What follows belongs to an exercise in optimizing a design on an open flow for small area and few clock cycles; a production flow would make more cautious choices.
For this run, only the layout was checked, not whether the RTL still works.
Power is estimated from default activity; no workload was simulated.

$ cat design.v
`timescale 1ns/10ps
package store_pkg;
  localparam int num_channels = 3;
  localparam int data_w       = 128;
  localparam int addr_w       = 32;
  localparam int count_w      = 5;
  localparam int fifo_depth   = 16;
  localparam int ptr_w        = 4;
  localparam int burst_len    = 8;
  localparam int region_bursts = 4;
  localparam int burst_cnt_w   = 3;
  localparam int state_w = 2;
  localparam logic [state_w-1:0] st_idle = 2'd0;
  localparam logic [state_w-1:0] st_cmd  = 2'd1;
  localparam logic [state_w-1:0] st_data = 2'd2;
  typedef logic [data_w-1:0]       data_t;
  typedef logic [addr_w-1:0]       addr_t;
  typedef logic [num_channels-1:0] chan_mask_t;
  typedef logic [count_w-1:0]      fifo_count_t;
  localparam addr_t burst_addr_step = 32'd128;
  localparam logic [num_channels*addr_w-1:0] region_base = {
    32'hB200_0000,
    32'h9900_0000,
    32'h8000_0000
  };
endpackage
`timescale 1ns/10ps
module capture_fifo
(
  input  logic        ddr3_user_clk,
  input  logic        fifo_rst_trig_corss_domian,
  input  store_pkg::data_t       in_data,
  input  logic        in_valid,
  output logic        in_ready,
  input  logic        pop,
  output store_pkg::data_t       head,
  output store_pkg::fifo_count_t count
);
  store_pkg::data_t            mem [0:store_pkg::fifo_depth-1];
  logic [store_pkg::ptr_w-1:0] wr_ptr;
  logic [store_pkg::ptr_w-1:0] rd_ptr;
  logic             push;
  assign in_ready = (count != store_pkg::fifo_count_t'(store_pkg::fifo_depth));
  assign push     = in_valid && in_ready;
  assign head = mem[rd_ptr];
  always_ff @(posedge ddr3_user_clk)
  begin
    if (fifo_rst_trig_corss_domian)
    begin
      wr_ptr <= '0;
      rd_ptr <= '0;
      count  <= '0;
    end
    else
    begin
      if (push)
        wr_ptr <= wr_ptr + 1'b1;
      if (pop)
        rd_ptr <= rd_ptr + 1'b1;
      case ({push, pop})
        2'b10:   count <= count + 1'b1;
        2'b01:   count <= count - 1'b1;
        default: count <= count;
      endcase
    end
  end
  always_ff @(posedge ddr3_user_clk)
  begin
    if (push)
      mem[wr_ptr] <= in_data;
  end
endmodule
`timescale 1ns/10ps
module region_addr_gen
(
  input  logic       ddr3_user_clk,
  input  logic       fifo_rst_trig_corss_domian,
  input  store_pkg::chan_mask_t burst_done,
  output logic [store_pkg::num_channels-1:0][store_pkg::addr_w-1:0] chan_addr,
  output store_pkg::chan_mask_t exhausted
);
  logic [store_pkg::num_channels-1:0][store_pkg::burst_cnt_w-1:0] burst_cnt;
  always_comb
  begin
    for (int c = 0; c < store_pkg::num_channels; c++)
    begin
      exhausted[c] = (burst_cnt[c] == store_pkg::burst_cnt_w'(store_pkg::region_bursts));
    end
  end
  always_ff @(posedge ddr3_user_clk)
  begin
    for (int c = 0; c < store_pkg::num_channels; c++)
    begin
      if (fifo_rst_trig_corss_domian)
      begin
        chan_addr[c] <= store_pkg::region_base[c*store_pkg::addr_w +: store_pkg::addr_w];
        burst_cnt[c] <= '0;
      end
      else if (burst_done[c] && !exhausted[c])
      begin
        chan_addr[c] <= chan_addr[c] + store_pkg::burst_addr_step;
        burst_cnt[c] <= burst_cnt[c] + 1'b1;
      end
    end
  end
endmodule
`timescale 1ns/10ps
module burst_scheduler
(
  input  logic        ddr3_user_clk,
  input  logic        fifo_rst_trig_corss_domian,
  input  logic [store_pkg::num_channels-1:0][store_pkg::count_w-1:0] fifo_count,
  input  logic [store_pkg::num_channels-1:0][store_pkg::data_w-1:0] fifo_head,
  input  store_pkg::chan_mask_t  exhausted,
  input  logic [store_pkg::num_channels-1:0][store_pkg::addr_w-1:0] chan_addr,
  output store_pkg::chan_mask_t  pop,
  output store_pkg::chan_mask_t  burst_done,
  output logic        wr_valid,
  input  logic        wr_ready,
  output store_pkg::addr_t       wr_addr,
  output store_pkg::data_t       wr_data,
  input  logic        wr_data_req,
  input  logic        wr_data_end
);
  logic [store_pkg::state_w-1:0] state;
  store_pkg::chan_mask_t         grant;
  store_pkg::chan_mask_t         eligible;
  store_pkg::chan_mask_t         pick;
  logic               in_data;
  always_comb
  begin
    for (int c = 0; c < store_pkg::num_channels; c++)
    begin
      eligible[c] = (fifo_count[c] >= store_pkg::fifo_count_t'(store_pkg::burst_len)) && !exhausted[c];
    end
  end
  assign pick = eligible & (~eligible + store_pkg::chan_mask_t'(1));
  always_ff @(posedge ddr3_user_clk)
  begin
    if (fifo_rst_trig_corss_domian)
    begin
      state <= store_pkg::st_idle;
      grant <= '0;
    end
    else
    begin
      case (state)
        store_pkg::st_idle:
        begin
          if (|eligible)
          begin
            grant <= pick;
            state <= store_pkg::st_cmd;
          end
        end
        store_pkg::st_cmd:
        begin
          if (wr_ready)
            state <= store_pkg::st_data;
        end
        store_pkg::st_data:
        begin
          if (wr_data_end)
          begin
            grant <= '0;
            state <= store_pkg::st_idle;
          end
        end
        default:
        begin
          grant <= '0;
          state <= store_pkg::st_idle;
        end
      endcase
    end
  end
  assign wr_valid = (state == store_pkg::st_cmd);
  assign in_data  = (state == store_pkg::st_data);
  assign pop        = in_data ? (grant & {store_pkg::num_channels{wr_data_req}}) : '0;
  assign burst_done = (in_data && wr_data_end) ? grant : '0;
  always_comb
  begin
    wr_addr = '0;
    wr_data = '0;
    for (int c = 0; c < store_pkg::num_channels; c++)
    begin
      if (grant[c])
      begin
        wr_addr = chan_addr[c];
        wr_data = fifo_head[c];
      end
    end
  end
endmodule
`timescale 1ns/10ps
module data_store_top
(
  input  logic  ddr3_user_clk,
  input  logic  fifo_rst_trig_corss_domian,
  input  store_pkg::data_t sample_data_0,
  input  logic  sample_valid_0,
  output logic  sample_ready_0,
  input  store_pkg::data_t sample_data_1,
  input  logic  sample_valid_1,
  output logic  sample_ready_1,
  input  store_pkg::data_t sample_data_2,
  input  logic  sample_valid_2,
  output logic  sample_ready_2,
  output logic  wr_valid,
  input  logic  wr_ready,
  output store_pkg::addr_t wr_addr,
  output store_pkg::data_t wr_data,
  input  logic  wr_data_req,
  input  logic  wr_data_end
);
  logic [store_pkg::num_channels-1:0][store_pkg::count_w-1:0] fifo_count;
  logic [store_pkg::num_channels-1:0][store_pkg::data_w-1:0]  fifo_head;
  logic [store_pkg::num_channels-1:0][store_pkg::addr_w-1:0]  chan_addr;
  store_pkg::chan_mask_t  exhausted;
  store_pkg::chan_mask_t  pop;
  store_pkg::chan_mask_t  burst_done;
  capture_fifo u_fifo_0 (
    .ddr3_user_clk              (ddr3_user_clk),
    .fifo_rst_trig_corss_domian (fifo_rst_trig_corss_domian),
    .in_data                    (sample_data_0),
    .in_valid                   (sample_valid_0),
    .in_ready                   (sample_ready_0),
    .pop                        (pop[0]),
    .head                       (fifo_head[0]),
    .count                      (fifo_count[0])
  );
  capture_fifo u_fifo_1 (
    .ddr3_user_clk              (ddr3_user_clk),
    .fifo_rst_trig_corss_domian (fifo_rst_trig_corss_domian),
    .in_data                    (sample_data_1),
    .in_valid                   (sample_valid_1),
    .in_ready                   (sample_ready_1),
    .pop                        (pop[1]),
    .head                       (fifo_head[1]),
    .count                      (fifo_count[1])
  );
  capture_fifo u_fifo_2 (
    .ddr3_user_clk              (ddr3_user_clk),
    .fifo_rst_trig_corss_domian (fifo_rst_trig_corss_domian),
    .in_data                    (sample_data_2),
    .in_valid                   (sample_valid_2),
    .in_ready                   (sample_ready_2),
    .pop                        (pop[2]),
    .head                       (fifo_head[2]),
    .count                      (fifo_count[2])
  );
  region_addr_gen u_addr_gen (
    .ddr3_user_clk              (ddr3_user_clk),
    .fifo_rst_trig_corss_domian (fifo_rst_trig_corss_domian),
    .burst_done                 (burst_done),
    .chan_addr                  (chan_addr),
    .exhausted                  (exhausted)
  );
  burst_scheduler u_sched (
    .ddr3_user_clk              (ddr3_user_clk),
    .fifo_rst_trig_corss_domian (fifo_rst_trig_corss_domian),
    .fifo_count                 (fifo_count),
    .fifo_head                  (fifo_head),
    .exhausted                  (exhausted),
    .chan_addr                  (chan_addr),
    .pop                        (pop),
    .burst_done                 (burst_done),
    .wr_valid                   (wr_valid),
    .wr_ready                   (wr_ready),
    .wr_addr                    (wr_addr),
    .wr_data                    (wr_data),
    .wr_data_req                (wr_data_req),
    .wr_data_end                (wr_data_end)
  );
endmodule
$ cat run.sh
#!/bin/bash
# synth_recipe.tcl (not shown) runs the flow's synth.tcl, then flattens the netlist and writes it again
# the make line also repeats each setting of config.mk as NAME=value (left out here)
make -C /OpenROAD-flow-scripts/flow DESIGN_CONFIG=/design/flow/config.mk WORK_HOME=/design/flow/orfs CLKGATE_MAP_FILE= SYNTH_SCRIPT=/design/flow/synth_recipe.tcl finish
$ cat config.mk
export PLATFORM = sky130hd
export DESIGN_NAME = data_store_top
export DESIGN_NICKNAME = data_store_top
export VERILOG_FILES = /design/flow/design.v
export SDC_FILE = /design/flow/constraint.sdc
export NUM_CORES = 4
export LEC_CHECK = 0
export CAP_MARGIN = 20
export CORE_MARGIN = 2
export CORE_UTILIZATION = 40
export SLEW_MARGIN = 20
$ cat constraint.sdc
create_clock -name core_clock -period 6.0 [get_ports {ddr3_user_clk}]
set_input_delay 1.2000 -clock core_clock [delete_from_list [all_inputs] [get_ports {ddr3_user_clk}]]
set_output_delay 1.2000 -clock core_clock [all_outputs]
set_load 0.01 [all_outputs]
==> run notes <==
[report_power, final]
part	total [mW]	internal, mW	switching (mW)
sequential	48.8	48.7	0.117
combinational	1.92	0.631	1.28
clock	38.2	21.6	16.5
[cells in the final DEF, fill, tap and decap left out, types with 41 or more instances in the layout]
master,count
clkbuf_16,644
nor2_1,196
buf_4,257
edfxtp_1,6144
o22a_1,44
o22ai_1,91
buf_12,155
a22o_1,41
clkinv_1,135
clkbuf_1,150
a22oi_1,151
diode_2,103
clkinv_2,94
inv_1,58
o21ai_0,67
a21oi_1,124
clkdlybuf4s50_1,546
dfxtp_1,126
nor3b_1,42
a221oi_1,86
nand2_1,161
mux2i_1,487
xnor2_1,52
mux4_2,1505
xor2_1,42
[state kept, by name, summed over array words and instances, names as in the netlist, 5 cells and up, named ones only]
signal / count
u_addr_gen.chan_addr: 75
u_fifo_2.count: 5
u_addr_gen.burst_cnt: 9
u_fifo_0.mem: 2048
u_fifo_1.count: 5
u_fifo_2.mem: 2048
u_fifo_1.mem: 2048
u_fifo_0.count: 5
[cell usage after synthesis (all sizes together), types with 54 or more instances]
cell type	count	area, um2
a21oi	126	631
a221oi	87	762
a22oi	151	1130
buf	321	1850
clkbuf	292	1100
dfxtp	140	2800
edfxtp	6144	184000
inv	59	221
mux2i	488	4880
mux4	1505	33900
nand2	165	619
nor2	238	893
nor3	54	275
o21ai	106	531
o22ai	101	632
[cell type report]
type,instances,area [um2],area share
Antenna cell,103,258,0.000922
Clock buffer,805,16800,0.0602
Clock inverter,335,3180,0.0114
Inverter,59,226,0.000811
Multi-Input combinational cell,3729,50800,0.182
Sequential cell,6284,187000,0.671
Tap cell,8008,10000,0.0359
Timing Repair Buffer,973,10800,0.0385
[layer usage]
layer,track usage,part of all wire,vias up
met5,0,0.00098,-
met2,0.345,0.48,5145
met3,0.0488,0.088,1043
met1,0.293,0.40,63300
met4,0.0618,0.031,102
li1,-,-,47500
[through the flow]
| step | power [mW] | std cells |
|---|---|---|
| after global routing | 91.4 | 20200 |
| after floorplan | 50.4 | 10700 |
| after detailed placement | 51.7 | 19000 |
| after CTS | 89.6 | 20200 |
| after global placement | 51.5 | 19000 |
| final | 88.9 | 20300 |
[logic make-up after synthesis]
kind of cell / Yosys count
adder cells (fa/ha/maj): 36
buffers and inverters: 672
flip-flops: 6284
XOR/XNOR: 94
AO/OA/AOI/OAI: 871
AND/OR/NAND/NOR: 687
other: 1
multiplexers: 2033
[tightest hold or removal path, cell delays in order, from the launching register on]
cell      delay [ns]
dfxtp_1         0.35
xnor2_1         0.08
nand2b_1        0.06
[worst max-delay path by stage]
stage	startpoint	endpoint	slack (ns)
after floorplan	sample_valid_0	u_fifo_0.mem[15][0]$_DFFE_PP_	-1.86
after global placement	flip-flop	wr_data[71]	0.73
after detailed placement	flip-flop	wr_data[71]	0.81
after CTS	flip-flop	wr_data[97]	0.009
after global routing	flip-flop	wr_data[63]	0.002
final	u_sched.grant[2]$_SDFFE_PP0P_	wr_data[21]	0.1
[what timing repair did]
action / in CTS / in global routing
resized for setup: 25 / 6
setup buffers: 11 / 4
hold buffers: 0 / 0
setup endpoints to repair: 77 / 10
pin swaps: 1 / 0
gates cloned: 1 / 1
==> impl_metrics.csv <==
group,metric,value,unit
status,status,"no timing/DRC/antenna violations",
floorplan,fp.dieArea,607000,um2
route,drtIter0Drc,15100,
floorplan,dieWidth,779,um
floorplan,core_area,599000,um2
logic_synthesis,synth_area,241000,um2
placed_design,place_ws,0.808,ns
sta,grt_setup_unrepaired,"false",
worst_setup_path,crit-reg2reg-launch,"u_sched.grant[2]$_SDFFE_PP0P_",
logic_synthesis,ys_dominant_reg_cell,"edfxtp_1",
sta,hold_viol,0,
route,postRouteAntennaNets,0,
route,num_vias,117000,
route,vias_per_cell,5.77,
logic_synthesis,synth-adder-area-share,0.00187,
sta,min_period_over_period,0.984,
floorplan,rows,284,
worst_setup_path,worstSetupEndpointType,"primary output",
cts,cts_buffers,632,
cts,cts_num_sinks,6284,
sta,fmax,169,MHz
worst_setup_path,slowest_stage,"o22ai_2",
worst_setup_path,critPathTopFamily,"compound AO/OA/AOI/OAI gates",
grt,grt_pass1_vias,118000,
logic_synthesis,yosysSeqAreaShare,0.779,
layout,post-route-cell-area,279000,um2
sta,period_needed,5.90,ns
sta,setup_viol,0,
logic_synthesis,netlist_instances,10700,
worst_setup_path,crit_cells,6,
placed_design,port_buffers,548,
layout,final_nets,12100,
layout,post-route-util,0.467,
logic_synthesis,synth_xor_area_frac,0.00342,
sta,drv_slew,0,
cts,path_clk_slew,0.06,ns
cts,clk-insertion-delay-late,1.11,ns
pwr,power.density,318,nW/um2
worst_setup_path,crit_required,4.80,ns
sta,tns,0,ns
floorplan,ios,556,
layout,drive_gt1_frac,0.243,
worst_setup_path,start_kind,"flip-flop",
logic_synthesis,ys_types,69,
route,routed_wl,665000,um
flow_run,maxCapViolations,0,
cts,h-tree-depth,6,
logic_synthesis,synth_edf_count,6144,
logic_synthesis,ys_warn_count,3,
sta,relSlewSlack,0.274,
pwr,ir_drop,0.335,mV
layout,fillers,48400,
route,avgRoutedWirePerCell,32.8,um
cts,cts_tree,"done",
grt,grt_overflow,0,
route,drc,0,
sta,fin_worst_hold_slack,0.522,ns
sta,fin_skew,0.0580,ns
pwr,p_leak,83.3,nW
logic_synthesis,synth_compound_gate_area_share,0.0258,
placed_design,dpl.hpwl,397000,um
logic_synthesis,async_flop_share,0,
worst_setup_path,max_stage_delay,0.71,ns
layout,area_delta_synth_final,16.2,%
logic_synthesis,synthMuxAreaShare,0.163,
grt,grt_max_degree,120,
grt,grt_pass1_wl,918000,um
worst_setup_path,reg2reg_slack,2.10,ns
sta,worstMarginPinSlew,1.09,ns
worst_setup_path,crit_arrival,4.70,ns
worst_setup_path,cp_cell_sequence,"nand2_2 -> buf_4 -> o22ai_2 -> nor3_2 -> o211ai_1 -> clkdlybuf4s50_1",
floorplan,die_h,779,um
worst_setup_path,worst-path-buf-inv,2,
grt,antenna_found_initial,263,
min_path,whs_path_depth,2,
floorplan,start_util,0.402,
worst_setup_path,crit_type,"flip-flop to primary output",
worst_setup_path,cp_max_fo,13,
placed_design,place_congestion,0.797,
cts,clockBufferDepth,4,
worst_setup_path,r2r_cells,11,
grt,grt_usage,0.214,
min_path,hold_path_startpoint,"u_addr_gen.chan_addr[63]$_SDFFE_PP1P_",
cts,root_buffer,"clkbuf_16",
logic_synthesis,postSynthAreaPerCell,22.5,um2
logic_synthesis,synth_seq_cells,6284,
logic_synthesis,synth_simple_gate_area_frac,0.0138,
min_path,hold_path.class,"flip-flop to flip-flop",
placed_design,postPlaceCellArea,259000,um2
logic_synthesis,synth_top_family_by_area,"multiplexers",
min_path,hold_end,"u_addr_gen.chan_addr[63]$_SDFFE_PP1P_",
worst_setup_path,r2r-end,"u_fifo_2.count[4]$_SDFFE_PP0P_",
sta,setup_slack,0.0976,ns
route,drt_pre_antenna_iters,8,

==> static timing again, ports no longer ideal <==
In the flow no input, the clock included, has a driving cell. The finished layout below was timed again as built, in two steps. Step 1, drivers: a clkbuf_16 drives ddr3_user_clk and a buf_2 each remaining input, both assumed. Step 2 adds t to the input delays and takes it off the output delays; t is the mean of the earliest and latest rising clock arrival at the registers after step 1. Input paths then give back, and output paths get back, about the clock's delay inside the block. Slacks: no drivers / after step 1 / after step 2; pairs: no drivers / after step 1.
t, ns: 1.220
setup slack, ns: 0.098 / -0.031 / 1.189
clock arrival spread, ns: 0.089 / 0.090
After both steps setup and hold are still met in this run. The setup slack of this run moves by -0.129 ns with the drivers and by +1.091 ns with both steps.
